What follows belongs to an exercise in optimizing a design on an open flow for small area, a short achievable clock period and few clock cycles per item; a production flow would make more cautious choices.
No functional check of the RTL was part of any run shown here.

==> flow/design.v <==
package conv_pkg;
    typedef logic [4:0]                         col_addr_t;     
    typedef logic [4:0]                         band_t;
    typedef logic [4:0]                         kernel_t;
    typedef logic [8:0]                         param_addr_t;   
    typedef logic [5-1:0]                 pix_col_t;
    typedef logic signed [8-1:0]    weight_t;
    typedef logic signed [8-1:0]    bias_t;
    typedef logic signed [16-1:0]  sum_t;
    typedef logic [16-1:0]         act_t;          
    typedef enum logic [1:0] {
        SEQ_IDLE,
        SEQ_LOAD,       
        SEQ_SWEEP       
    } seq_state_t;
endpackage
module conv_decode (
    input  logic        sclk,
    input  logic        s_rst_n,
    input  logic        cal_start,
    output logic        busy,
    output logic [4:0]  col,         
    output logic [2:0]  band,
    output logic        kern,
    output logic [3:0]  paddr,       
    output logic [4:0]  pwr,         
    output logic        tag_vld      
);
    logic        act;            
    logic        act_d;
    logic        kern_d;
    logic        start;
    logic        last_col;
    logic        t0, t1;
    logic [2:0]  psi, psi_d;
    assign start    = cal_start & ~busy;
    assign last_col = (col == 5'(28 - 1));
    assign t0       = act & (col >= 5'(5 - 1));
    assign psi_d    = (psi == 3'd0) ? 3'd4 : psi - 3'd1;
    always_comb begin
        kern_d = kern;
        act_d  = act | start;
        if (act && last_col && band == 3'(8 - 1)) begin
            kern_d = ~kern;
            if (kern)
                act_d = 1'b0;
        end
    end
    always_ff @(posedge sclk or negedge s_rst_n) begin
        if (!s_rst_n) begin
            act   <= 1'b0;
            col   <= '0;
            band  <= '0;
            kern  <= 1'b0;
            psi   <= '0;
            paddr <= '0;
        end else begin
            act   <= act_d;
            kern  <= kern_d;
            psi   <= psi_d;
            paddr <= (kern_d ? 4'd5 : 4'd0) + 4'(psi_d);
            if (start) begin
                col <= 5'd1;
            end else if (act) begin
                if (last_col) begin
                    col  <= '0;
                    band <= band + 3'd1;     
                end else begin
                    col <= col + 5'd1;
                end
            end
        end
    end
    always_ff @(posedge sclk) begin
        for (int q = 0; q < 5; q++)
            pwr[q] <= (psi == 3'(5 - 1 - q));
    end
    always_ff @(posedge sclk or negedge s_rst_n) begin
        if (!s_rst_n) begin
            t1      <= 1'b0;
            tag_vld <= 1'b0;
            busy    <= 1'b0;
        end else begin
            t1      <= t0;
            tag_vld <= t1;
            busy    <= act_d | t0 | t1 | tag_vld;
        end
    end
endmodule
module conv_execute (
    input  logic                sclk,
    input  conv_pkg::pix_col_t  col_data,
    input  conv_pkg::weight_t   param_w_h0,
    input  conv_pkg::weight_t   param_w_h1,
    input  conv_pkg::weight_t   param_w_h2,
    input  conv_pkg::weight_t   param_w_h3,
    input  conv_pkg::weight_t   param_w_h4,
    input  conv_pkg::bias_t     param_bias,
    input  logic [4:0]          pwr,         
    output logic signed [12:0]  sum
);
    logic [5-1:0][5-1:0][7:0] w;    
    logic [5-1:0][5-1:0]      p;    
    logic [7:0]  b;
    logic [12:0] ra, rb;
    always_ff @(posedge sclk) begin
        w <= {w[5-2:0], {param_w_h4, param_w_h3, param_w_h2, param_w_h1, param_w_h0}};
        b <= param_bias;
    end
    for (genvar q = 0; q < 5; q++) begin : g_slot
        always_ff @(posedge sclk) begin
            if (pwr[q])
                p[q] <= col_data;
        end
    end
    logic t1, t2, t3, t4, t5, t6, t7, t8, t9, t10, t11, t12, t13, t14, t15, t16, t17, t18, t19, t20, t21, t22, t23, t24, t25, t26, t27, t28, t29, t30, t31, t32, t33, t34, t35, t36, t37, t38, t39, t40, t41, t42, t43, t44, t45, t46, t47, t48, t49, t50, t51, t52, t53, t54, t55, t56, t57, t58, t59, t60, t61, t62, t63, t64, t65, t66, t67, t68, t69, t70, t71, t72, t73, t74, t75, t76, t77, t78, t79, t80, t81, t82, t83, t84, t85, t86, t87, t88, t89, t90, t91, t92, t93, t94, t95, t96, t97, t98, t99, t100, t101, t102, t103, t104, t105, t106, t107, t108, t109, t110, t111, t112, t113, t114, t115, t116, t117, t118, t119, t120, t121, t122, t123, t124, t125, t126, t127, t128, t129, t130, t131, t132, t133, t134, t135, t136, t137, t138, t139, t140, t141, t142, t143, t144, t145, t146, t147, t148, t149, t150, t151, t152, t153, t154, t155, t156, t157, t158, t159, t160, t161, t162, t163, t164, t165, t166, t167, t168, t169, t170, t171, t172, t173, t174, t175, t176, t177, t178, t179, t180, t181, t182, t183, t184, t185, t186, t187, t188, t189, t190, t191, t192, t193, t194, t195, t196, t197, t198, t199, t200, t201, t202, t203, t204, t205, t206, t207, t208, t209, t210, t211, t212, t213, t214, t215, t216, t217, t218, t219, t220, t221, t222, t223, t224, t225, t226, t227, t228, t229, t230, t231, t232, t233, t234, t235, t236, t237, t238, t239, t240, t241, t242, t243, t244, t245, t246, t247, t248, t249, t250, t251, t252, t253, t254, t255, t256, t257, t258, t259, t260, t261, t262, t263, t264, t265, t266, t267, t268, t269, t270, t271, t272, t273, t274, t275, t276, t277, t278, t279, t280, t281, t282, t283, t284, t285, t286, t287, t288, t289, t290, t291, t292, t293, t294, t295, t296, t297, t298, t299, t300, t301, t302, t303, t304, t305, t306, t307, t308, t309, t310, t311, t312, t313, t314, t315, t316, t317, t318, t319, t320, t321, t322, t323, t324, t325, t326, t327, t328, t329, t330, t331, t332, t333, t334, t335, t336, t337, t338, t339, t340, t341, t342, t343, t344, t345, t346, t347, t348, t349, t350, t351, t352, t353, t354, t355, t356, t357, t358, t359, t360, t361, t362, t363, t364, t365, t366, t367, t368, t369, t370, t371, t372, t373, t374, t375, t376, t377, t378, t379, t380, t381, t382, t383, t384, t385, t386, t387, t388, t389, t390, t391, t392, t393, t394, t395, t396, t397, t398;
    assign {t2, t1} = {1'b0, (p[0][0] & w[0][0][0])} + {1'b0, (p[0][1] & w[0][1][0])} + {1'b0, (p[0][2] & w[0][2][0])};
    assign {t4, t3} = {1'b0, (p[0][3] & w[0][3][0])} + {1'b0, (p[0][4] & w[0][4][0])} + {1'b0, (p[1][0] & w[1][0][0])};
    assign {t6, t5} = {1'b0, (p[1][1] & w[1][1][0])} + {1'b0, (p[1][2] & w[1][2][0])} + {1'b0, (p[1][3] & w[1][3][0])};
    assign t7 = (p[1][4] & w[1][4][0]) ^ (p[2][0] & w[2][0][0]);
    assign t8 = (p[1][4] & w[1][4][0]) & (p[2][0] & w[2][0][0]);
    assign {t10, t9} = {1'b0, (p[0][0] & w[0][0][1])} + {1'b0, (p[0][1] & w[0][1][1])} + {1'b0, (p[0][2] & w[0][2][1])};
    assign {t12, t11} = {1'b0, (p[0][3] & w[0][3][1])} + {1'b0, (p[0][4] & w[0][4][1])} + {1'b0, (p[1][0] & w[1][0][1])};
    assign {t14, t13} = {1'b0, (p[1][1] & w[1][1][1])} + {1'b0, (p[1][2] & w[1][2][1])} + {1'b0, (p[1][3] & w[1][3][1])};
    assign {t16, t15} = {1'b0, (p[1][4] & w[1][4][1])} + {1'b0, (p[2][0] & w[2][0][1])} + {1'b0, (p[2][1] & w[2][1][1])};
    assign {t18, t17} = {1'b0, (p[2][2] & w[2][2][1])} + {1'b0, (p[2][3] & w[2][3][1])} + {1'b0, (p[2][4] & w[2][4][1])};
    assign t19 = (p[3][0] & w[3][0][1]) ^ (p[3][1] & w[3][1][1]);
    assign t20 = (p[3][0] & w[3][0][1]) & (p[3][1] & w[3][1][1]);
    assign {t22, t21} = {1'b0, (p[0][0] & w[0][0][2])} + {1'b0, (p[0][1] & w[0][1][2])} + {1'b0, (p[0][2] & w[0][2][2])};
    assign {t24, t23} = {1'b0, (p[0][3] & w[0][3][2])} + {1'b0, (p[0][4] & w[0][4][2])} + {1'b0, (p[1][0] & w[1][0][2])};
    assign {t26, t25} = {1'b0, (p[1][1] & w[1][1][2])} + {1'b0, (p[1][2] & w[1][2][2])} + {1'b0, (p[1][3] & w[1][3][2])};
    assign {t28, t27} = {1'b0, (p[1][4] & w[1][4][2])} + {1'b0, (p[2][0] & w[2][0][2])} + {1'b0, (p[2][1] & w[2][1][2])};
    assign {t30, t29} = {1'b0, (p[2][2] & w[2][2][2])} + {1'b0, (p[2][3] & w[2][3][2])} + {1'b0, (p[2][4] & w[2][4][2])};
    assign {t32, t31} = {1'b0, (p[3][0] & w[3][0][2])} + {1'b0, (p[3][1] & w[3][1][2])} + {1'b0, (p[3][2] & w[3][2][2])};
    assign t33 = (p[3][3] & w[3][3][2]) ^ (p[3][4] & w[3][4][2]);
    assign t34 = (p[3][3] & w[3][3][2]) & (p[3][4] & w[3][4][2]);
    assign {t36, t35} = {1'b0, (p[0][0] & w[0][0][3])} + {1'b0, (p[0][1] & w[0][1][3])} + {1'b0, (p[0][2] & w[0][2][3])};
    assign {t38, t37} = {1'b0, (p[0][3] & w[0][3][3])} + {1'b0, (p[0][4] & w[0][4][3])} + {1'b0, (p[1][0] & w[1][0][3])};
    assign {t40, t39} = {1'b0, (p[1][1] & w[1][1][3])} + {1'b0, (p[1][2] & w[1][2][3])} + {1'b0, (p[1][3] & w[1][3][3])};
    assign {t42, t41} = {1'b0, (p[1][4] & w[1][4][3])} + {1'b0, (p[2][0] & w[2][0][3])} + {1'b0, (p[2][1] & w[2][1][3])};
    assign {t44, t43} = {1'b0, (p[2][2] & w[2][2][3])} + {1'b0, (p[2][3] & w[2][3][3])} + {1'b0, (p[2][4] & w[2][4][3])};
    assign {t46, t45} = {1'b0, (p[3][0] & w[3][0][3])} + {1'b0, (p[3][1] & w[3][1][3])} + {1'b0, (p[3][2] & w[3][2][3])};
    assign {t48, t47} = {1'b0, (p[3][3] & w[3][3][3])} + {1'b0, (p[3][4] & w[3][4][3])} + {1'b0, (p[4][0] & w[4][0][3])};
    assign {t50, t49} = {1'b0, (p[0][0] & w[0][0][4])} + {1'b0, (p[0][1] & w[0][1][4])} + {1'b0, (p[0][2] & w[0][2][4])};
    assign {t52, t51} = {1'b0, (p[0][3] & w[0][3][4])} + {1'b0, (p[0][4] & w[0][4][4])} + {1'b0, (p[1][0] & w[1][0][4])};
    assign {t54, t53} = {1'b0, (p[1][1] & w[1][1][4])} + {1'b0, (p[1][2] & w[1][2][4])} + {1'b0, (p[1][3] & w[1][3][4])};
    assign {t56, t55} = {1'b0, (p[1][4] & w[1][4][4])} + {1'b0, (p[2][0] & w[2][0][4])} + {1'b0, (p[2][1] & w[2][1][4])};
    assign {t58, t57} = {1'b0, (p[2][2] & w[2][2][4])} + {1'b0, (p[2][3] & w[2][3][4])} + {1'b0, (p[2][4] & w[2][4][4])};
    assign {t60, t59} = {1'b0, (p[3][0] & w[3][0][4])} + {1'b0, (p[3][1] & w[3][1][4])} + {1'b0, (p[3][2] & w[3][2][4])};
    assign {t62, t61} = {1'b0, (p[3][3] & w[3][3][4])} + {1'b0, (p[3][4] & w[3][4][4])} + {1'b0, (p[4][0] & w[4][0][4])};
    assign {t64, t63} = {1'b0, (p[0][0] & w[0][0][5])} + {1'b0, (p[0][1] & w[0][1][5])} + {1'b0, (p[0][2] & w[0][2][5])};
    assign {t66, t65} = {1'b0, (p[0][3] & w[0][3][5])} + {1'b0, (p[0][4] & w[0][4][5])} + {1'b0, (p[1][0] & w[1][0][5])};
    assign {t68, t67} = {1'b0, (p[1][1] & w[1][1][5])} + {1'b0, (p[1][2] & w[1][2][5])} + {1'b0, (p[1][3] & w[1][3][5])};
    assign {t70, t69} = {1'b0, (p[1][4] & w[1][4][5])} + {1'b0, (p[2][0] & w[2][0][5])} + {1'b0, (p[2][1] & w[2][1][5])};
    assign {t72, t71} = {1'b0, (p[2][2] & w[2][2][5])} + {1'b0, (p[2][3] & w[2][3][5])} + {1'b0, (p[2][4] & w[2][4][5])};
    assign {t74, t73} = {1'b0, (p[3][0] & w[3][0][5])} + {1'b0, (p[3][1] & w[3][1][5])} + {1'b0, (p[3][2] & w[3][2][5])};
    assign {t76, t75} = {1'b0, (p[3][3] & w[3][3][5])} + {1'b0, (p[3][4] & w[3][4][5])} + {1'b0, (p[4][0] & w[4][0][5])};
    assign {t78, t77} = {1'b0, (p[0][0] & w[0][0][6])} + {1'b0, (p[0][1] & w[0][1][6])} + {1'b0, (p[0][2] & w[0][2][6])};
    assign {t80, t79} = {1'b0, (p[0][3] & w[0][3][6])} + {1'b0, (p[0][4] & w[0][4][6])} + {1'b0, (p[1][0] & w[1][0][6])};
    assign {t82, t81} = {1'b0, (p[1][1] & w[1][1][6])} + {1'b0, (p[1][2] & w[1][2][6])} + {1'b0, (p[1][3] & w[1][3][6])};
    assign {t84, t83} = {1'b0, (p[1][4] & w[1][4][6])} + {1'b0, (p[2][0] & w[2][0][6])} + {1'b0, (p[2][1] & w[2][1][6])};
    assign {t86, t85} = {1'b0, (p[2][2] & w[2][2][6])} + {1'b0, (p[2][3] & w[2][3][6])} + {1'b0, (p[2][4] & w[2][4][6])};
    assign {t88, t87} = {1'b0, (p[3][0] & w[3][0][6])} + {1'b0, (p[3][1] & w[3][1][6])} + {1'b0, (p[3][2] & w[3][2][6])};
    assign {t90, t89} = {1'b0, (p[3][3] & w[3][3][6])} + {1'b0, (p[3][4] & w[3][4][6])} + {1'b0, (p[4][0] & w[4][0][6])};
    assign {t92, t91} = {1'b0, ~(p[0][0] & w[0][0][7])} + {1'b0, ~(p[0][1] & w[0][1][7])} + {1'b0, ~(p[0][2] & w[0][2][7])};
    assign {t94, t93} = {1'b0, ~(p[0][3] & w[0][3][7])} + {1'b0, ~(p[0][4] & w[0][4][7])} + {1'b0, ~(p[1][0] & w[1][0][7])};
    assign {t96, t95} = {1'b0, ~(p[1][1] & w[1][1][7])} + {1'b0, ~(p[1][2] & w[1][2][7])} + {1'b0, ~(p[1][3] & w[1][3][7])};
    assign {t98, t97} = {1'b0, ~(p[1][4] & w[1][4][7])} + {1'b0, ~(p[2][0] & w[2][0][7])} + {1'b0, ~(p[2][1] & w[2][1][7])};
    assign {t100, t99} = {1'b0, ~(p[2][2] & w[2][2][7])} + {1'b0, ~(p[2][3] & w[2][3][7])} + {1'b0, ~(p[2][4] & w[2][4][7])};
    assign {t102, t101} = {1'b0, ~(p[3][0] & w[3][0][7])} + {1'b0, ~(p[3][1] & w[3][1][7])} + {1'b0, ~(p[3][2] & w[3][2][7])};
    assign {t104, t103} = {1'b0, ~(p[3][3] & w[3][3][7])} + {1'b0, ~(p[3][4] & w[3][4][7])} + {1'b0, ~(p[4][0] & w[4][0][7])};
    assign {t106, t105} = {1'b0, t1} + {1'b0, t3} + {1'b0, t5};
    assign {t108, t107} = {1'b0, t7} + {1'b0, (p[2][1] & w[2][1][0])} + {1'b0, (p[2][2] & w[2][2][0])};
    assign {t110, t109} = {1'b0, (p[2][3] & w[2][3][0])} + {1'b0, (p[2][4] & w[2][4][0])} + {1'b0, (p[3][0] & w[3][0][0])};
    assign {t112, t111} = {1'b0, t2} + {1'b0, t4} + {1'b0, t6};
    assign {t114, t113} = {1'b0, t8} + {1'b0, t9} + {1'b0, t11};
    assign {t116, t115} = {1'b0, t13} + {1'b0, t15} + {1'b0, t17};
    assign {t118, t117} = {1'b0, t19} + {1'b0, (p[3][2] & w[3][2][1])} + {1'b0, (p[3][3] & w[3][3][1])};
    assign t119 = (p[3][4] & w[3][4][1]) ^ (p[4][0] & w[4][0][1]);
    assign t120 = (p[3][4] & w[3][4][1]) & (p[4][0] & w[4][0][1]);
    assign {t122, t121} = {1'b0, t10} + {1'b0, t12} + {1'b0, t14};
    assign {t124, t123} = {1'b0, t16} + {1'b0, t18} + {1'b0, t20};
    assign {t126, t125} = {1'b0, t21} + {1'b0, t23} + {1'b0, t25};
    assign {t128, t127} = {1'b0, t27} + {1'b0, t29} + {1'b0, t31};
    assign {t130, t129} = {1'b0, t33} + {1'b0, (p[4][0] & w[4][0][2])} + {1'b0, (p[4][1] & w[4][1][2])};
    assign t131 = (p[4][2] & w[4][2][2]) ^ (p[4][3] & w[4][3][2]);
    assign t132 = (p[4][2] & w[4][2][2]) & (p[4][3] & w[4][3][2]);
    assign {t134, t133} = {1'b0, t22} + {1'b0, t24} + {1'b0, t26};
    assign {t136, t135} = {1'b0, t28} + {1'b0, t30} + {1'b0, t32};
    assign {t138, t137} = {1'b0, t34} + {1'b0, t35} + {1'b0, t37};
    assign {t140, t139} = {1'b0, t39} + {1'b0, t41} + {1'b0, t43};
    assign {t142, t141} = {1'b0, t45} + {1'b0, t47} + {1'b0, (p[4][1] & w[4][1][3])};
    assign {t144, t143} = {1'b0, (p[4][2] & w[4][2][3])} + {1'b0, (p[4][3] & w[4][3][3])} + {1'b0, (p[4][4] & w[4][4][3])};
    assign {t146, t145} = {1'b0, t36} + {1'b0, t38} + {1'b0, t40};
    assign {t148, t147} = {1'b0, t42} + {1'b0, t44} + {1'b0, t46};
    assign {t150, t149} = {1'b0, t48} + {1'b0, t49} + {1'b0, t51};
    assign {t152, t151} = {1'b0, t53} + {1'b0, t55} + {1'b0, t57};
    assign {t154, t153} = {1'b0, t59} + {1'b0, t61} + {1'b0, (p[4][1] & w[4][1][4])};
    assign {t156, t155} = {1'b0, (p[4][2] & w[4][2][4])} + {1'b0, (p[4][3] & w[4][3][4])} + {1'b0, (p[4][4] & w[4][4][4])};
    assign {t158, t157} = {1'b0, t50} + {1'b0, t52} + {1'b0, t54};
    assign {t160, t159} = {1'b0, t56} + {1'b0, t58} + {1'b0, t60};
    assign {t162, t161} = {1'b0, t62} + {1'b0, t63} + {1'b0, t65};
    assign {t164, t163} = {1'b0, t67} + {1'b0, t69} + {1'b0, t71};
    assign {t166, t165} = {1'b0, t73} + {1'b0, t75} + {1'b0, (p[4][1] & w[4][1][5])};
    assign {t168, t167} = {1'b0, (p[4][2] & w[4][2][5])} + {1'b0, (p[4][3] & w[4][3][5])} + {1'b0, (p[4][4] & w[4][4][5])};
    assign {t170, t169} = {1'b0, t64} + {1'b0, t66} + {1'b0, t68};
    assign {t172, t171} = {1'b0, t70} + {1'b0, t72} + {1'b0, t74};
    assign {t174, t173} = {1'b0, t76} + {1'b0, t77} + {1'b0, t79};
    assign {t176, t175} = {1'b0, t81} + {1'b0, t83} + {1'b0, t85};
    assign {t178, t177} = {1'b0, t87} + {1'b0, t89} + {1'b0, (p[4][1] & w[4][1][6])};
    assign {t180, t179} = {1'b0, (p[4][2] & w[4][2][6])} + {1'b0, (p[4][3] & w[4][3][6])} + {1'b0, (p[4][4] & w[4][4][6])};
    assign {t182, t181} = {1'b0, t78} + {1'b0, t80} + {1'b0, t82};
    assign {t184, t183} = {1'b0, t84} + {1'b0, t86} + {1'b0, t88};
    assign {t186, t185} = {1'b0, t90} + {1'b0, t91} + {1'b0, t93};
    assign {t188, t187} = {1'b0, t95} + {1'b0, t97} + {1'b0, t99};
    assign {t190, t189} = {1'b0, t101} + {1'b0, t103} + {1'b0, ~(p[4][1] & w[4][1][7])};
    assign {t192, t191} = {1'b0, ~(p[4][2] & w[4][2][7])} + {1'b0, ~(p[4][3] & w[4][3][7])} + {1'b0, ~(p[4][4] & w[4][4][7])};
    assign t193 = t92 ^ t94;
    assign t194 = t92 & t94;
    assign {t196, t195} = {1'b0, t105} + {1'b0, t107} + {1'b0, t109};
    assign {t198, t197} = {1'b0, (p[3][1] & w[3][1][0])} + {1'b0, (p[3][2] & w[3][2][0])} + {1'b0, (p[3][3] & w[3][3][0])};
    assign {t200, t199} = {1'b0, t106} + {1'b0, t108} + {1'b0, t110};
    assign {t202, t201} = {1'b0, t111} + {1'b0, t113} + {1'b0, t115};
    assign {t204, t203} = {1'b0, t117} + {1'b0, t119} + {1'b0, (p[4][1] & w[4][1][1])};
    assign {t206, t205} = {1'b0, t112} + {1'b0, t114} + {1'b0, t116};
    assign {t208, t207} = {1'b0, t118} + {1'b0, t120} + {1'b0, t121};
    assign {t210, t209} = {1'b0, t123} + {1'b0, t125} + {1'b0, t127};
    assign t211 = t129 ^ t131;
    assign t212 = t129 & t131;
    assign {t214, t213} = {1'b0, t122} + {1'b0, t124} + {1'b0, t126};
    assign {t216, t215} = {1'b0, t128} + {1'b0, t130} + {1'b0, t132};
    assign {t218, t217} = {1'b0, t133} + {1'b0, t135} + {1'b0, t137};
    assign {t220, t219} = {1'b0, t139} + {1'b0, t141} + {1'b0, t143};
    assign {t222, t221} = {1'b0, t134} + {1'b0, t136} + {1'b0, t138};
    assign {t224, t223} = {1'b0, t140} + {1'b0, t142} + {1'b0, t144};
    assign {t226, t225} = {1'b0, t145} + {1'b0, t147} + {1'b0, t149};
    assign {t228, t227} = {1'b0, t151} + {1'b0, t153} + {1'b0, t155};
    assign {t230, t229} = {1'b0, t146} + {1'b0, t148} + {1'b0, t150};
    assign {t232, t231} = {1'b0, t152} + {1'b0, t154} + {1'b0, t156};
    assign {t234, t233} = {1'b0, t157} + {1'b0, t159} + {1'b0, t161};
    assign {t236, t235} = {1'b0, t163} + {1'b0, t165} + {1'b0, t167};
    assign {t238, t237} = {1'b0, t158} + {1'b0, t160} + {1'b0, t162};
    assign {t240, t239} = {1'b0, t164} + {1'b0, t166} + {1'b0, t168};
    assign {t242, t241} = {1'b0, t169} + {1'b0, t171} + {1'b0, t173};
    assign {t244, t243} = {1'b0, t175} + {1'b0, t177} + {1'b0, t179};
    assign {t246, t245} = {1'b0, t170} + {1'b0, t172} + {1'b0, t174};
    assign {t248, t247} = {1'b0, t176} + {1'b0, t178} + {1'b0, t180};
    assign {t250, t249} = {1'b0, t181} + {1'b0, t183} + {1'b0, t185};
    assign {t252, t251} = {1'b0, t187} + {1'b0, t189} + {1'b0, t191};
    assign {t254, t253} = {1'b0, t182} + {1'b0, t184} + {1'b0, t186};
    assign {t256, t255} = {1'b0, t188} + {1'b0, t190} + {1'b0, t192};
    assign {t258, t257} = {1'b0, t193} + {1'b0, t96} + {1'b0, t98};
    assign {t260, t259} = {1'b0, t100} + {1'b0, t102} + {1'b0, t104};
    assign {t262, t261} = {1'b0, t195} + {1'b0, t197} + {1'b0, (p[3][4] & w[3][4][0])};
    assign t263 = (p[4][0] & w[4][0][0]) ^ (p[4][1] & w[4][1][0]);
    assign t264 = (p[4][0] & w[4][0][0]) & (p[4][1] & w[4][1][0]);
    assign {t266, t265} = {1'b0, t196} + {1'b0, t198} + {1'b0, t199};
    assign {t268, t267} = {1'b0, t201} + {1'b0, t203} + {1'b0, (p[4][2] & w[4][2][1])};
    assign t269 = (p[4][3] & w[4][3][1]) ^ (p[4][4] & w[4][4][1]);
    assign t270 = (p[4][3] & w[4][3][1]) & (p[4][4] & w[4][4][1]);
    assign {t272, t271} = {1'b0, t200} + {1'b0, t202} + {1'b0, t204};
    assign {t274, t273} = {1'b0, t205} + {1'b0, t207} + {1'b0, t209};
    assign {t276, t275} = {1'b0, t211} + {1'b0, (p[4][4] & w[4][4][2])} + {1'b0, b[2]};
    assign {t278, t277} = {1'b0, t206} + {1'b0, t208} + {1'b0, t210};
    assign {t280, t279} = {1'b0, t212} + {1'b0, t213} + {1'b0, t215};
    assign {t282, t281} = {1'b0, t217} + {1'b0, t219} + {1'b0, b[3]};
    assign {t284, t283} = {1'b0, t214} + {1'b0, t216} + {1'b0, t218};
    assign {t286, t285} = {1'b0, t220} + {1'b0, t221} + {1'b0, t223};
    assign {t288, t287} = {1'b0, t225} + {1'b0, t227} + {1'b0, b[4]};
    assign {t290, t289} = {1'b0, t222} + {1'b0, t224} + {1'b0, t226};
    assign {t292, t291} = {1'b0, t228} + {1'b0, t229} + {1'b0, t231};
    assign {t294, t293} = {1'b0, t233} + {1'b0, t235} + {1'b0, b[5]};
    assign {t296, t295} = {1'b0, t230} + {1'b0, t232} + {1'b0, t234};
    assign {t298, t297} = {1'b0, t236} + {1'b0, t237} + {1'b0, t239};
    assign {t300, t299} = {1'b0, t241} + {1'b0, t243} + {1'b0, b[6]};
    assign {t302, t301} = {1'b0, t238} + {1'b0, t240} + {1'b0, t242};
    assign {t304, t303} = {1'b0, t244} + {1'b0, t245} + {1'b0, t247};
    assign {t306, t305} = {1'b0, t249} + {1'b0, t251} + {1'b0, ~b[7]};
    assign {t308, t307} = {1'b0, t246} + {1'b0, t248} + {1'b0, t250};
    assign {t310, t309} = {1'b0, t252} + {1'b0, t253} + {1'b0, t255};
    assign {t312, t311} = {1'b0, t257} + {1'b0, t259} + {1'b0, 1'b1};
    assign {t314, t313} = {1'b0, t254} + {1'b0, t256} + {1'b0, t258};
    assign t315 = t260 ^ t194;
    assign t316 = t260 & t194;
    assign {t318, t317} = {1'b0, t261} + {1'b0, t263} + {1'b0, (p[4][2] & w[4][2][0])};
    assign {t320, t319} = {1'b0, t262} + {1'b0, t264} + {1'b0, t265};
    assign t321 = t267 ^ t269;
    assign t322 = t267 & t269;
    assign {t324, t323} = {1'b0, t266} + {1'b0, t268} + {1'b0, t270};
    assign {t326, t325} = {1'b0, t271} + {1'b0, t273} + {1'b0, t275};
    assign {t328, t327} = {1'b0, t272} + {1'b0, t274} + {1'b0, t276};
    assign {t330, t329} = {1'b0, t277} + {1'b0, t279} + {1'b0, t281};
    assign {t332, t331} = {1'b0, t278} + {1'b0, t280} + {1'b0, t282};
    assign {t334, t333} = {1'b0, t283} + {1'b0, t285} + {1'b0, t287};
    assign {t336, t335} = {1'b0, t284} + {1'b0, t286} + {1'b0, t288};
    assign {t338, t337} = {1'b0, t289} + {1'b0, t291} + {1'b0, t293};
    assign {t340, t339} = {1'b0, t290} + {1'b0, t292} + {1'b0, t294};
    assign {t342, t341} = {1'b0, t295} + {1'b0, t297} + {1'b0, t299};
    assign {t344, t343} = {1'b0, t296} + {1'b0, t298} + {1'b0, t300};
    assign {t346, t345} = {1'b0, t301} + {1'b0, t303} + {1'b0, t305};
    assign {t348, t347} = {1'b0, t302} + {1'b0, t304} + {1'b0, t306};
    assign {t350, t349} = {1'b0, t307} + {1'b0, t309} + {1'b0, t311};
    assign {t352, t351} = {1'b0, t308} + {1'b0, t310} + {1'b0, t312};
    assign {t354, t353} = {1'b0, t313} + {1'b0, t315} + {1'b0, 1'b1};
    assign t355 = t317 ^ (p[4][3] & w[4][3][0]);
    assign t356 = t317 & (p[4][3] & w[4][3][0]);
    assign {t358, t357} = {1'b0, t318} + {1'b0, t319} + {1'b0, t321};
    assign {t360, t359} = {1'b0, t320} + {1'b0, t322} + {1'b0, t323};
    assign {t362, t361} = {1'b0, t324} + {1'b0, t326} + {1'b0, t327};
    assign {t364, t363} = {1'b0, t328} + {1'b0, t330} + {1'b0, t331};
    assign {t366, t365} = {1'b0, t332} + {1'b0, t334} + {1'b0, t335};
    assign {t368, t367} = {1'b0, t336} + {1'b0, t338} + {1'b0, t339};
    assign {t370, t369} = {1'b0, t340} + {1'b0, t342} + {1'b0, t343};
    assign {t372, t371} = {1'b0, t344} + {1'b0, t346} + {1'b0, t347};
    assign {t374, t373} = {1'b0, t348} + {1'b0, t350} + {1'b0, t351};
    assign {t376, t375} = {1'b0, t352} + {1'b0, t354} + {1'b0, t314};
    assign t377 = t355 ^ (p[4][4] & w[4][4][0]);
    assign t378 = t355 & (p[4][4] & w[4][4][0]);
    assign {t380, t379} = {1'b0, t356} + {1'b0, t357} + {1'b0, b[1]};
    assign {t382, t381} = {1'b0, t358} + {1'b0, t359} + {1'b0, t325};
    assign {t384, t383} = {1'b0, t360} + {1'b0, t361} + {1'b0, t329};
    assign {t386, t385} = {1'b0, t362} + {1'b0, t363} + {1'b0, t333};
    assign {t388, t387} = {1'b0, t364} + {1'b0, t365} + {1'b0, t337};
    assign {t390, t389} = {1'b0, t366} + {1'b0, t367} + {1'b0, t341};
    assign {t392, t391} = {1'b0, t368} + {1'b0, t369} + {1'b0, t345};
    assign {t394, t393} = {1'b0, t370} + {1'b0, t371} + {1'b0, t349};
    assign {t396, t395} = {1'b0, t372} + {1'b0, t373} + {1'b0, t353};
    assign {t398, t397} = {1'b0, t374} + {1'b0, t375} + {1'b0, t316};
    assign ra = {1'b1, t398, t396, t394, t392, t390, t388, t386, t384, t382, t380, t378, t377};
    assign rb = {1'b0, t376, t397, t395, t393, t391, t389, t387, t385, t383, t381, t379, b[0]};
    assign sum = ra + rb;
endmodule
module conv_result (
    input  logic                sclk,
    input  logic                s_rst_n,
    input  logic signed [12:0]  sum,
    input  logic                tag_vld,
    output logic [11:0]         act,
    output logic                act_vld
);
    always_ff @(posedge sclk) begin
        act <= sum[12] ? 12'd0 : 12'(sum);
    end
    always_ff @(posedge sclk or negedge s_rst_n) begin
        if (!s_rst_n)
            act_vld <= 1'b0;
        else
            act_vld <= tag_vld;
    end
endmodule
module conv_top (
    input  logic                   sclk,
    input  logic                   s_rst_n,
    input  logic                   cal_start,
    output logic                   busy,
    output conv_pkg::col_addr_t    data_rd_addr,
    output conv_pkg::band_t        row_cnt,
    input  conv_pkg::pix_col_t     col_data,
    output conv_pkg::param_addr_t  param_rd_addr,
    input  conv_pkg::weight_t      param_w_h0,
    input  conv_pkg::weight_t      param_w_h1,
    input  conv_pkg::weight_t      param_w_h2,
    input  conv_pkg::weight_t      param_w_h3,
    input  conv_pkg::weight_t      param_w_h4,
    output conv_pkg::kernel_t      bias_rd_addr,
    input  conv_pkg::bias_t        param_bias,
    output conv_pkg::act_t         conv_rslt_act,
    output logic                   conv_rslt_act_vld
);
    logic [2:0]          band;
    logic                kern;
    logic [3:0]          paddr;
    logic [4:0]          pwr;
    logic                tag_vld;
    logic signed [12:0]  sum;
    logic [11:0]         act;
    assign row_cnt       = {2'b0, band};
    assign param_rd_addr = {5'b0, paddr};
    assign bias_rd_addr  = {4'b0, kern};
    assign conv_rslt_act = {4'b0, act};
    conv_decode u_decode (
        .sclk      (sclk),
        .s_rst_n   (s_rst_n),
        .cal_start (cal_start),
        .busy      (busy),
        .col       (data_rd_addr),
        .band      (band),
        .kern      (kern),
        .paddr     (paddr),
        .pwr       (pwr),
        .tag_vld   (tag_vld)
    );
    conv_execute u_execute (
        .sclk       (sclk),
        .col_data   (col_data),
        .param_w_h0 (param_w_h0),
        .param_w_h1 (param_w_h1),
        .param_w_h2 (param_w_h2),
        .param_w_h3 (param_w_h3),
        .param_w_h4 (param_w_h4),
        .param_bias (param_bias),
        .pwr        (pwr),
        .sum        (sum)
    );
    conv_result u_result (
        .sclk    (sclk),
        .s_rst_n (s_rst_n),
        .sum     (sum),
        .tag_vld (tag_vld),
        .act     (act),
        .act_vld (conv_rslt_act_vld)
    );
endmodule
==> flow/run.sh <==
#!/bin/bash
# synth_recipe.tcl (not shown) runs the flow's synth.tcl, then flattens the netlist and writes it again
# the make line also repeats each setting of config.mk as NAME=value (left out here)
make -C /OpenROAD-flow-scripts/flow DESIGN_CONFIG=/design/flow/config.mk WORK_HOME=/design/flow/orfs CLKGATE_MAP_FILE= SYNTH_SCRIPT=/design/flow/synth_recipe.tcl finish
==> flow/config.mk <==
export PLATFORM = sky130hd
export DESIGN_NAME = conv_top
export DESIGN_NICKNAME = conv_top
export VERILOG_FILES = /design/flow/design.v
export SDC_FILE = /design/flow/constraint.sdc
export NUM_CORES = 4
export LEC_CHECK = 0
export CAP_MARGIN = 20
export CORE_MARGIN = 2
export CORE_UTILIZATION = 40
export SLEW_MARGIN = 20
==> flow/constraint.sdc <==
create_clock -name core_clock -period 28.0 [get_ports {sclk}]
set_input_delay 5.6000 -clock core_clock [delete_from_list [all_inputs] [get_ports {sclk}]]
set_output_delay 5.6000 -clock core_clock [all_outputs]
set_load 0.01 [all_outputs]
==> out/metrics.csv, run 1 <==
stage;metric;value;unit
worst_setup_path;r2r-end;u_result.act[10];
drt;drt-initial-drc-count;337;
worst_setup_path;path_class;flop to output port;
worst_setup_path;start_kind;flop;
placed_design;gp_congestion;0.805;
synthesis;async_flop_share;7.75;%
finish;areaGrowthSynthToFinish;18.7;%
finish;fin_nets;1352;
sta;finalWorstSetupSlack;20.78;ns
worst_setup_path;crit_chain;clkdlybuf4s50_1;
drt;vias_per_cell;4.39;
cts;cts_resized;0;
min_path;hold_end;u_execute.w[85];
cts;numCtsBuffers;30;
synthesis;seq_area_frac_synth;46.4;%
placed_design;io_buffers;82;
grt;grt.busiest_layer;met2;
min_path;hold_path_depth;0;
cts;clk_path_buf_depth;3;
sta;finalMaxSlewViolations;0;
cts;cts_root_buf;clkbuf_16;
floorplan;fp.dieH;180;um
cts;postCtsSetupRepairBufs;0;
synthesis;synth_enable_flop_cells;25;
sta;rsz0062_at_grt;false;
run_status;outcome;no timing/DRC/antenna violations;
drt;drt_wl_total;26200;um
worst_setup_path;crit_slowest_cell;clkdlybuf4s50_1;
cts;holdBufCountCts;0;
synthesis;avgSynthCellArea;12.9;um^2
worst_setup_path;crit_arrival;1.62;ns
synthesis;syn_area;12400;um^2
finish;layout_commonest_cell;dfxtp_1;
worst_setup_path;crit_buf_inv;1;
worst_setup_path;reg2reg_depth;18;
sta;fmax;138;MHz
synthesis;ys_seq_elements;271;
floorplan;num_rows;64;
grt;met2_usage;28.5;%
floorplan;die-area;32500;um^2
grt;use_met1;22.4;%
worst_setup_path;crit_required;22.40;ns
sta;fin_worst_skew;0.00677;ns
min_path;worstHoldPathType;flop to flop;
finish;drive_above_1_share;5.73;%
sta;setup_viol;0;
sta;final.setup.tns;0;ns
sta;worst_pin_slew;0.898;ns
grt;grt_usage;16.8;%
worst_setup_path;regToRegStartpoint;u_execute.p[8];
sta;hold_viol_final;0;
grt;grt_pass1_wl;41200;um
worst_setup_path;critPathTopFamily;buffers and inverters;
floorplan;dieWidth;180;um
finish;final_cell_mix;dfxtp_1 (225), fa_1 (185), inv_1 (150);
min_path;min_from;u_execute.w[45];
grt;antenna_found_initial;2;
placed_design;post-dp-hpwl;19400;um
cts;worstSkewPairLatency;0.55;ns
synthesis;ys_types;45;
synthesis;yosysWarningCount;3;
floorplan;start_util;40.7;%
synthesis;syn_inst;965;
run;cap_violations;0;
cts;clkTransAtPathRegs;0.06;ns
sta;maxSlewHeadroom;40.0;%
worst_setup_path;slowest_delay;0.59;ns
placed_design;pre_cts_slack;20.90;ns
worst_setup_path;path_depth;1;
grt;gr-usage-met3;3.23;%
worst_setup_path;path_max_fanout;8;
drt;first_pass_iters;4;
drt;ant_nets;0;
cts;htree_num_levels;1;
grt;grt_pass1_vias;7387;
cts;cts_sinks;271;
synthesis;synthFlopType;dfxtp_1;
worst_setup_path;ff2ff_setup_slack;21.70;ns
grt;gr-total-overflow;0;
floorplan;core-area;30600;um^2
drt;wl_per_cell;17.5;um
drt;drc;0;
floorplan;io_pins;98;
worst_setup_path;cp-end-kind;output port;
cts;tritoncts;built;
grt;grt_max_degree;22;
drt;vias;6567;
sta;min_period_over_period;25.8;%
sta;min_period;7.22;ns
[flip-flops by register name, indices dropped and copies added, names as in the netlist]
| name | cells |
|---|---|
| u_decode.act | 1 |
| u_decode.band | 3 |
| u_decode.busy | 1 |
| u_decode.col | 5 |
| u_decode.kern | 1 |
| u_decode.paddr | 4 |
| u_decode.psi | 3 |
| u_decode.pwr | 5 |
| u_decode.t1 | 1 |
| u_decode.tag_vld | 1 |
| u_execute.b | 8 |
| u_execute.p | 25 |
| u_execute.w | 200 |
| u_result.act | 12 |
| u_result.act_vld | 1 |
[synthesized netlist by cell type, types with 2 or more instances]
cell type / n / area share, %
dfrtp_1: 21 / 4.2
nand2b_1: 2 / 0.10
buf_4: 16 / 0.97
o21ai_0: 4 / 0.16
nand4_1: 2 / 0.10
o21ai_1: 3 / 0.12
nor3b_1: 3 / 0.18
mux2_2: 2 / 0.18
xor2_1: 6 / 0.42
and2_1: 148 / 7.4
and3_1: 3 / 0.15
a21oi_1: 9 / 0.36
nor2b_1: 3 / 0.15
fa_1: 185 / 30
edfxtp_1: 25 / 6.0
buf_2: 2 / 0.080
a31oi_1: 5 / 0.25
a211oi_2: 2 / 0.20
inv_1: 150 / 4.5
dfxtp_1: 225 / 36
nor2_1: 18 / 0.54
ha_1: 36 / 3.6
xnor2_1: 5 / 0.35
nand3_1: 2 / 0.080
a21o_1: 5 / 0.30
nand2_1: 64 / 1.9
[stage by stage]
stage               util [%]  cell area (um^2)  hold slack (ns)  instances
finish                  48.3             14800            0.340       1496
global route            48.3             14800            0.345       1495
CTS                     48.3             14800            0.338       1495
detailed placement      44.7             13700            0.329       1439
global placement        44.7             13700            0.327       1439
floorplan                  -             12500            0.323        979
[worst max path at each step]
stage,startpoint,endpoint,slack (ns)
2_1_floorplan,cal_start,u_decode.band[1],21.48
3_3_place_gp,cal_start,u_decode.band[1],20.91
3_5_place_dp,cal_start,u_decode.band[2],20.90
4_1_cts,u_decode.col[3],data_rd_addr[3],20.76
5_1_grt,u_decode.col[3],data_rd_addr[3],20.69
6_report,u_decode.col[3],data_rd_addr[3],20.78
[per-layer routing]
layer	routed length [um]	share of wire, %	vias up
met3	1660	6.3	41
met4	527	2.0	2
met2	12700	48	157
li1	-	-	3112
met5	13	0.050	-
met1	11400	43	3255
[final cells by class]
cell class              count  area, um^2
flip-flops and latches    271        5780
well taps                 396         495
clock inverters            10         160
inverters                 150         563
fillers                  2749       15800
diodes                      1        2.50
clock buffers              46         932
multi-input cells         540        6020
repair buffers             82         821
[cells by family after synthesis]
group                    synth area share, %
AO/OA/AOI/OAI                           2.74
XOR/XNOR                               0.774
adder cells (fa/ha/maj)                 33.4
buffers and inverters                   5.57
flip-flops                              46.4
multiplexers                           0.261
other                                 0.0301
AND/OR/NAND/NOR                         10.8
==> inputs of run 2 (changes only) <==
--- a/flow/config.mk
+++ b/flow/config.mk
@@ -9,3 +9,4 @@
 export CORE_MARGIN = 2
 export CORE_UTILIZATION = 40
+export CTS_BUF_LIST = sky130_fd_sc_hd__clkbuf_4
 export SLEW_MARGIN = 20
==> run 2 against run 1 <==
Effect of this change: still clean on timing, DRC and antenna; hold slack got worse by 0.016 ns; global-route usage is 0.44 points higher; final cell count increased by 5.1%; sequential share of layout area is 0.33 points higher; first-iteration DRC count decreased by 3.9%.
==> out/metrics.csv, run 2 <==
stage;metric;value;unit
synthesis;synth_top_area_cell;dfxtp_1;
floorplan;dieWidth;180;um
synthesis;synthTopCellsByArea;dfxtp_1 (36%), fa_1 (30%), and2_1 (7.4%);
worst_setup_path;r2r-end;u_result.act[10];
cts;postCtsSetupRepairBufs;0;
synthesis;syn_area;12400;um^2
synthesis;avgSynthCellArea;12.9;um^2
finish;layout_commonest_cell;dfxtp_1;
finish;reg_top3;u_execute.w x200, u_execute.p x25, u_result.act x12;
sta;min_period_over_period;26.4;%
run_status;outcome;no timing/DRC/antenna violations;
min_path;hold_end;u_execute.w[85];
drt;ant_nets;0;
sta;min_period;7.39;ns
grt;grt_max_degree;22;
finish;largest_register_ffs;200;
grt;gr-total-overflow;0;
synthesis;synth_fa_ha_area_share;33.4;%
worst_setup_path;crit_arrival;1.79;ns
synthesis;synthFlopType;dfxtp_1;
synthesis;seq_area_frac_synth;46.4;%
synthesis;ys_seq_elements;271;
drt;vias;6892;
finish;final_cell_mix;dfxtp_1 (225), fa_1 (185), inv_1 (150);
worst_setup_path;start_kind;flop;
worst_setup_path;crit_chain;clkdlybuf4s50_1;
worst_setup_path;cp-end-kind;output port;
grt;grt_pass1_wl;41800;um
worst_setup_path;reg2reg_depth;18;
min_path;min_from;u_execute.w[45];
worst_setup_path;critPathTopFamily;buffers and inverters;
floorplan;core-area;30600;um^2
worst_setup_path;crit_slowest_cell;clkdlybuf4s50_1;
cts;cts_sinks;271;
placed_design;io_buffers;82;
drt;top_layer_used;met5;
synthesis;synth_top_family_by_area;adder cells;
synthesis;syn_inst;965;
floorplan;die-area;32500;um^2
placed_design;postPlaceCellArea;13700;um^2
cts;cts_root_buf;clkbuf_4;
synthesis;synth-xor-area-share;0.774;%
grt;grt_usage;17.3;%
drt;wl_met1;11500;um
sta;rsz0062_at_grt;false;
worst_setup_path;path_class;flop to output port;
sta;setup_viol;0;
finish;drive_above_1_share;11.3;%
synthesis;yosys.area.top_type_share;36.2;%
drt;drt-initial-drc-count;324;
drt;first_pass_iters;4;
synthesis;synth_enable_flop_cells;25;
synthesis;yosys-top-cells-count;dfxtp_1 (225), fa_1 (185), inv_1 (150), and2_1 (148), nand2_1 (64);
finish;fillCellCount;2814;
drt;drt_wl_total;26800;um
cts;worstSkewPairLatency;0.71;ns
synthesis;yosys.area_share.simple;10.8;%
sta;fmax;135;MHz
finish;fin_nets;1396;
synthesis;ys_types;45;
worst_setup_path;slowest_delay;0.59;ns
sta;finalMaxSlewViolations;0;
drt;drc;0;
sta;hold_viol_final;0;
placed_design;gp_congestion;0.805;
cts;holdBufCountCts;0;
floorplan;io_pins;98;
drt;wl_met3;1560;um
min_path;hold_path_depth;0;
run;cap_violations;0;
drt;vias_per_cell;4.38;
drt;wl_per_cell;17.1;um
min_path;worstHoldPathType;flop to flop;
floorplan;start_util;40.7;%
sta;final.setup.tns;0;ns
finish;areaGrowthSynthToFinish;17.7;%
sta;fin_worst_skew;0.0668;ns
cts;htree_num_levels;3;
finish;fin_area;14700;um^2
synthesis;synthMuxAreaShare;0.261;%
synthesis;yosysWarningCount;3;
worst_setup_path;ff2ff_setup_slack;21.65;ns
floorplan;num_rows;64;
sta;worst_pin_slew;0.904;ns
grt;antenna_found_initial;3;
synthesis;synth_compound_area_share;2.74;%
cts;tritoncts;built;
cts;numCtsBuffers;74;
drt;wl_met2;13200;um
cts;clkTransAtPathRegs;0.07;ns
finish;top_register;u_execute.w;
cts;clk_path_buf_depth;3;
synthesis;yosysMostFrequentCell;dfxtp_1;
floorplan;fp.dieH;180;um
worst_setup_path;crit_required;22.40;ns
worst_setup_path;path_max_fanout;8;
sta;maxSlewHeadroom;39.6;%
grt;grt_pass1_vias;7735;
worst_setup_path;regToRegStartpoint;u_execute.p[8];
worst_setup_path;crit_buf_inv;1;
placed_design;post-dp-hpwl;19400;um
cts;cts_resized;0;
synthesis;async_flop_share;7.75;%
run 2: cell types whose count changed in the layout (fill, tap and decap cells not counted):
cell | previous run | this run
diode_2 | 1 | 2
clkbuf_4 | 0 | 111
clkbuf_16 | 31 | 0
inv_2 | 0 | 1
clkinv_4 | 0 | 1
clkbuf_8 | 10 | 0
clkinvlp_4 | 1 | 2
clkinv_1 | 0 | 11
bufinv_16 | 4 | 1
clkbuf_1 | 5 | 0
run 2: cells by family (layout without fill, tap and decap cells):
kind of cell,count (synthesis),count (layout)
AOI/OAI and AO/OA,43,43
xor gates and xnor gates,11,11
adders and majority gates,221,221
buffers and inverters,168,364
DFF,271,271
muxes,3,3
other,1,17
and+or+nand+nor,247,247
run 2: layer usage:
metal	track usage, %	vias up
li1	-	3252
met1	22.0	3408
met2	28.8	182
met3	4.24	48
met4	6.06	2
met5	0	-
run 2: cell type report:
cell class              count  area [um^2]  share of cell area, %
diodes                      2         5.00                 0.0342
clock buffers             111          833                   5.69
clock inverters            21          131                  0.897
inverters                 150          563                   3.84
multi-input cells         540         6020                   41.1
flip-flops and latches    271         5780                   39.4
well taps                 396          495                   3.38
repair buffers             82          821                   5.60
run 2: worst register-to-register path: stages, from the launching register on:
cell and delay, ns:
edfxtp_1 0.66, and2_1 0.28, fa_1 0.53, inv_1 0.06, fa_1 0.44, fa_1 0.51, fa_1 0.56, inv_1 0.06
fa_1 0.53, inv_1 0.05, fa_1 0.47, fa_1 0.50, inv_1 0.07, fa_1 0.46, a21o_1 0.22, a221oi_2 0.42
o31ai_1 0.17, xnor2_1 0.15, nor2_1 0.05
run 2: worst max path at each step:
stage,startpoint,to,slack [ns],depth (start not counted)
6_report,u_decode.col[3],data_rd_addr[3],20.61,1
5_1_grt,u_decode.col[3],data_rd_addr[3],20.50,1
4_1_cts,u_decode.col[3],data_rd_addr[3],20.56,1
3_5_place_dp,cal_start,u_decode.band[2],20.90,4
3_3_place_gp,cal_start,u_decode.band[1],20.91,4
2_1_floorplan,cal_start,u_decode.band[1],21.48,3
run 2: through the flow:
stage / hold WS, ns / std cells / util [%] / setup WS [ns]
2_1_floorplan: 0.323 / 979 / - / 21.48
3_3_place_gp: 0.327 / 1439 / 44.7 / 20.91
3_5_place_dp: 0.329 / 1439 / 44.7 / 20.90
4_1_cts: 0.320 / 1571 / 47.9 / 20.56
5_1_grt: 0.342 / 1572 / 47.9 / 20.50
6_report: 0.324 / 1573 / 47.9 / 20.61
==> inputs of run 3 (changes only) <==
==> flow/flow/run.sh (new file) <==
#!/bin/bash
# Standard layout, with port buffers of a fixed cell instead of the
# resizer's pick. Each tool's output goes to its own log under orfs/logs;
# the make output goes to standard.log here.
set -euo pipefail
bash standard.sh "BUFFER_PORTS_ARGS=-buffer_cell sky130_fd_sc_hd__buf_2" finish > standard.log 2>&1
==> flow/standard.sh (new file) <==
#!/bin/bash
# synth_recipe.tcl (not shown) runs the flow's synth.tcl, then flattens the netlist and writes it again
# the make line also repeats each setting of config.mk as NAME=value (left out here)
make -C /OpenROAD-flow-scripts/flow DESIGN_CONFIG=/design/flow/config.mk WORK_HOME=/design/flow/orfs CLKGATE_MAP_FILE= SYNTH_SCRIPT=/design/flow/synth_recipe.tcl "${@:-finish}"
removed: flow/run.sh
==> run 3 against run 2 <==
Effect of this change: flip-flop and latch count unchanged; critical path depth unchanged; first-iteration DRC count shrank 31%; final area down 3.2%; fmax increased by 6.6%; clock-buffer cell count decreased by 5; routed wire length down 1.7%; critical path type unchanged; highest routed layer is now met4.
==> out/metrics.csv, run 3 <==
stage;metric;value;unit
finish;areaGrowthSynthToFinish;14.0;%
finish;final_cells;1564;
drt;drt_wl_total;26400;um
finish;utilization;46.4;%
cts;cts_root_buf;clkbuf_4;
min_path;worstHoldPathType;flop to flop;
grt;gr-usage-met3;4.04;%
cts;postCtsSetupRepairBufs;0;
worst_setup_path;start_kind;flop;
synthesis;synth_top_area_cell;dfxtp_1;
worst_setup_path;cp-end-kind;output port;
cts;clkTransAtPathRegs;0.06;ns
cts;numCtsBuffers;72;
floorplan;die-area;32500;um^2
synthesis;synthTopCellsByArea;dfxtp_1 (36%), fa_1 (30%), and2_1 (7.4%);
grt;gr-total-overflow;0;
finish;top_register;u_execute.w;
run;cap_violations;0;
sta;hold_viol_final;0;
worst_setup_path;crit_slowest_cell;dfrtp_1;
floorplan;num_rows;64;
synthesis;syn_area;12400;um^2
floorplan;io_pins;98;
synthesis;synth_enable_flop_cells;25;
grt;met2_usage;28.8;%
finish;reg_top3;u_execute.w x200, u_execute.p x25, u_result.act x12;
sta;rsz0062_at_grt;false;
worst_setup_path;slowest_delay;0.48;ns
synthesis;async_flop_share;7.75;%
finish;fin_nets;1394;
drt;first_pass_iters;4;
synthesis;yosysWarningCount;3;
cts;htree_num_levels;3;
drt;wl_per_cell;16.9;um
worst_setup_path;crit_arrival;1.33;ns
worst_setup_path;crit_buf_inv;1;
cts;worstSkewPairLatency;0.67;ns
grt;grt.busiest_layer;met2;
cts;cts_resized;0;
finish;layout_commonest_cell;dfxtp_1;
cts;tritoncts;built;
finish;largest_register_ffs;200;
placed_design;io_buffers;82;
finish;drive_above_1_share;17.8;%
synthesis;yosysMostFrequentCell;dfxtp_1;
drt;vias;6831;
floorplan;start_util;40.7;%
synthesis;ys_types;45;
worst_setup_path;path_class;flop to output port;
sta;setup_viol;0;
grt;grt_pass1_wl;41100;um
worst_setup_path;path_max_fanout;8;
worst_setup_path;crit_chain;buf_2;
drt;drc;0;
sta;maxSlewHeadroom;60.2;%
grt;antenna_found_initial;1;
synthesis;yosys.area.top_type_share;36.2;%
sta;min_period;6.93;ns
placed_design;gp_congestion;0.795;
grt;use_met1;21.3;%
sta;whs;0.327;ns
cts;clk_path_buf_depth;3;
grt;grt_pass1_vias;7656;
worst_setup_path;critPathTopFamily;flip-flops;
synthesis;ys_seq_elements;271;
cts;holdBufCountCts;0;
synthesis;avgSynthCellArea;12.9;um^2
placed_design;post-dp-hpwl;19400;um
worst_setup_path;crit_required;22.40;ns
sta;worst_pin_slew;0.597;ns
sta;min_period_over_period;24.8;%
sta;fmax;144;MHz
sta;final.setup.tns;0;ns
synthesis;syn_inst;965;
sta;finalMaxSlewViolations;0;
floorplan;fp.dieH;180;um
drt;ant_nets;0;
drt;drt-initial-drc-count;224;
floorplan;dieWidth;180;um
run_status;outcome;no timing/DRC/antenna violations;
grt;grt_max_degree;22;
synthesis;seq_area_frac_synth;46.4;%
grt;grt_usage;16.9;%
finish;final_cell_mix;dfxtp_1 (225), fa_1 (185), inv_1 (150);
floorplan;core-area;30600;um^2
cts;cts_sinks;271;
drt;vias_per_cell;4.37;
synthesis;yosys-top-cells-count;dfxtp_1 (225), fa_1 (185), inv_1 (150), and2_1 (148), nand2_1 (64);
placed_design;place_inst;1439;
sta;fin_worst_skew;0.0297;ns
synthesis;synthFlopType;dfxtp_1;
run 3: through the flow:
step	area, um^2	setup WS [ns]
CTS	14200	21.00
finish	14200	21.07
global route	14200	20.96
floorplan	12500	21.48
detailed placement	13300	21.27
global placement	13300	21.29
run 3: layout make-up:
cell class / count / area (um^2)
antenna: 1 / 2.50
clock buffer: 106 / 796
clock inverter: 18 / 111
fill: 2816 / 16400
inverter: 150 / 563
multi-input combinational: 540 / 6020
sequential: 271 / 5780
tap: 396 / 495
timing repair buffer: 82 / 410
run 3: final timing paths:
| path | startpoint | cells past startpoint | slack [ns] | to |
|---|---|---|---|---|
| min | u_execute.w[128] | 0 | 0.33 | u_execute.w[168] |
| max in group asynchronous | s_rst_n | 1 | 22.79 | u_decode.psi[1] |
| min in group asynchronous | s_rst_n | 1 | 4.88 | u_decode.paddr[0] |
| max | u_decode.col[3] | 1 | 21.07 | data_rd_addr[3] |
| max reg2reg | u_execute.p[8] | 18 | 21.78 | u_result.act[10] |
| min reg2reg | u_execute.w[128] | 0 | 0.33 | u_execute.w[168] |
run 3: kinds of logic (layout without fill, tap and decap cells):
kind of cell,count (synthesis),count (layout),share of synthesized area [%]
and+or+nand+nor,247,247,10.8
DFF,271,271,46.4
other,1,16,0.0301
muxes,3,3,0.261
AOI/OAI and AO/OA,43,43,2.74
buffers and inverters,168,356,5.57
adders and majority gates,221,221,33.4
xor gates and xnor gates,11,11,0.774
run 3: per-layer routing:
layer	up-vias	share of wire, %
met2	160	50
li1	3239	-
met3	37	5.8
met1	3395	42
met5	-	0
met4	0	1.7

-- separate check: timing with driven ports --
No port has a modelled driver above. Below, the same layouts with a new extraction and two added sets of constraints. Step 1 (the two cells are an assumption about what drives the block):
set clk [get_ports {sclk}]
set_driving_cell -lib_cell sky130_fd_sc_hd__clkbuf_16 $clk
set_driving_cell -lib_cell sky130_fd_sc_hd__buf_2 [delete_from_list [all_inputs] $clk]
Step 2 moves the port delays by t, midway between the first and last clock arrival at a register: inputs arrive t later, outputs are due t later. That takes back most of the time a late clock gives input paths. Slacks: ideal / step 1 / step 2; pairs: ideal / step 1.
| run | shift t [ns] | slack for setup (ns) | clock arrival spread, ns | worst register clock-pin slew, ns | worst slew at a driven data input, ns |
|---|---|---|---|---|---|
| run 1 | 0.594 | 20.777 / 20.728 / 20.903 | 0.008 / 0.008 | 0.06 / 0.06 | 0.10 |
| run 2 | 0.722 | 20.614 / 20.569 / 20.924 | 0.069 / 0.069 | 0.07 / 0.07 | 0.08 |
| run 3 | 0.697 | 21.070 / 21.022 / 21.282 | 0.032 / 0.032 | 0.07 / 0.07 | 0.04 |
After both steps setup and hold are still met in every run listed.
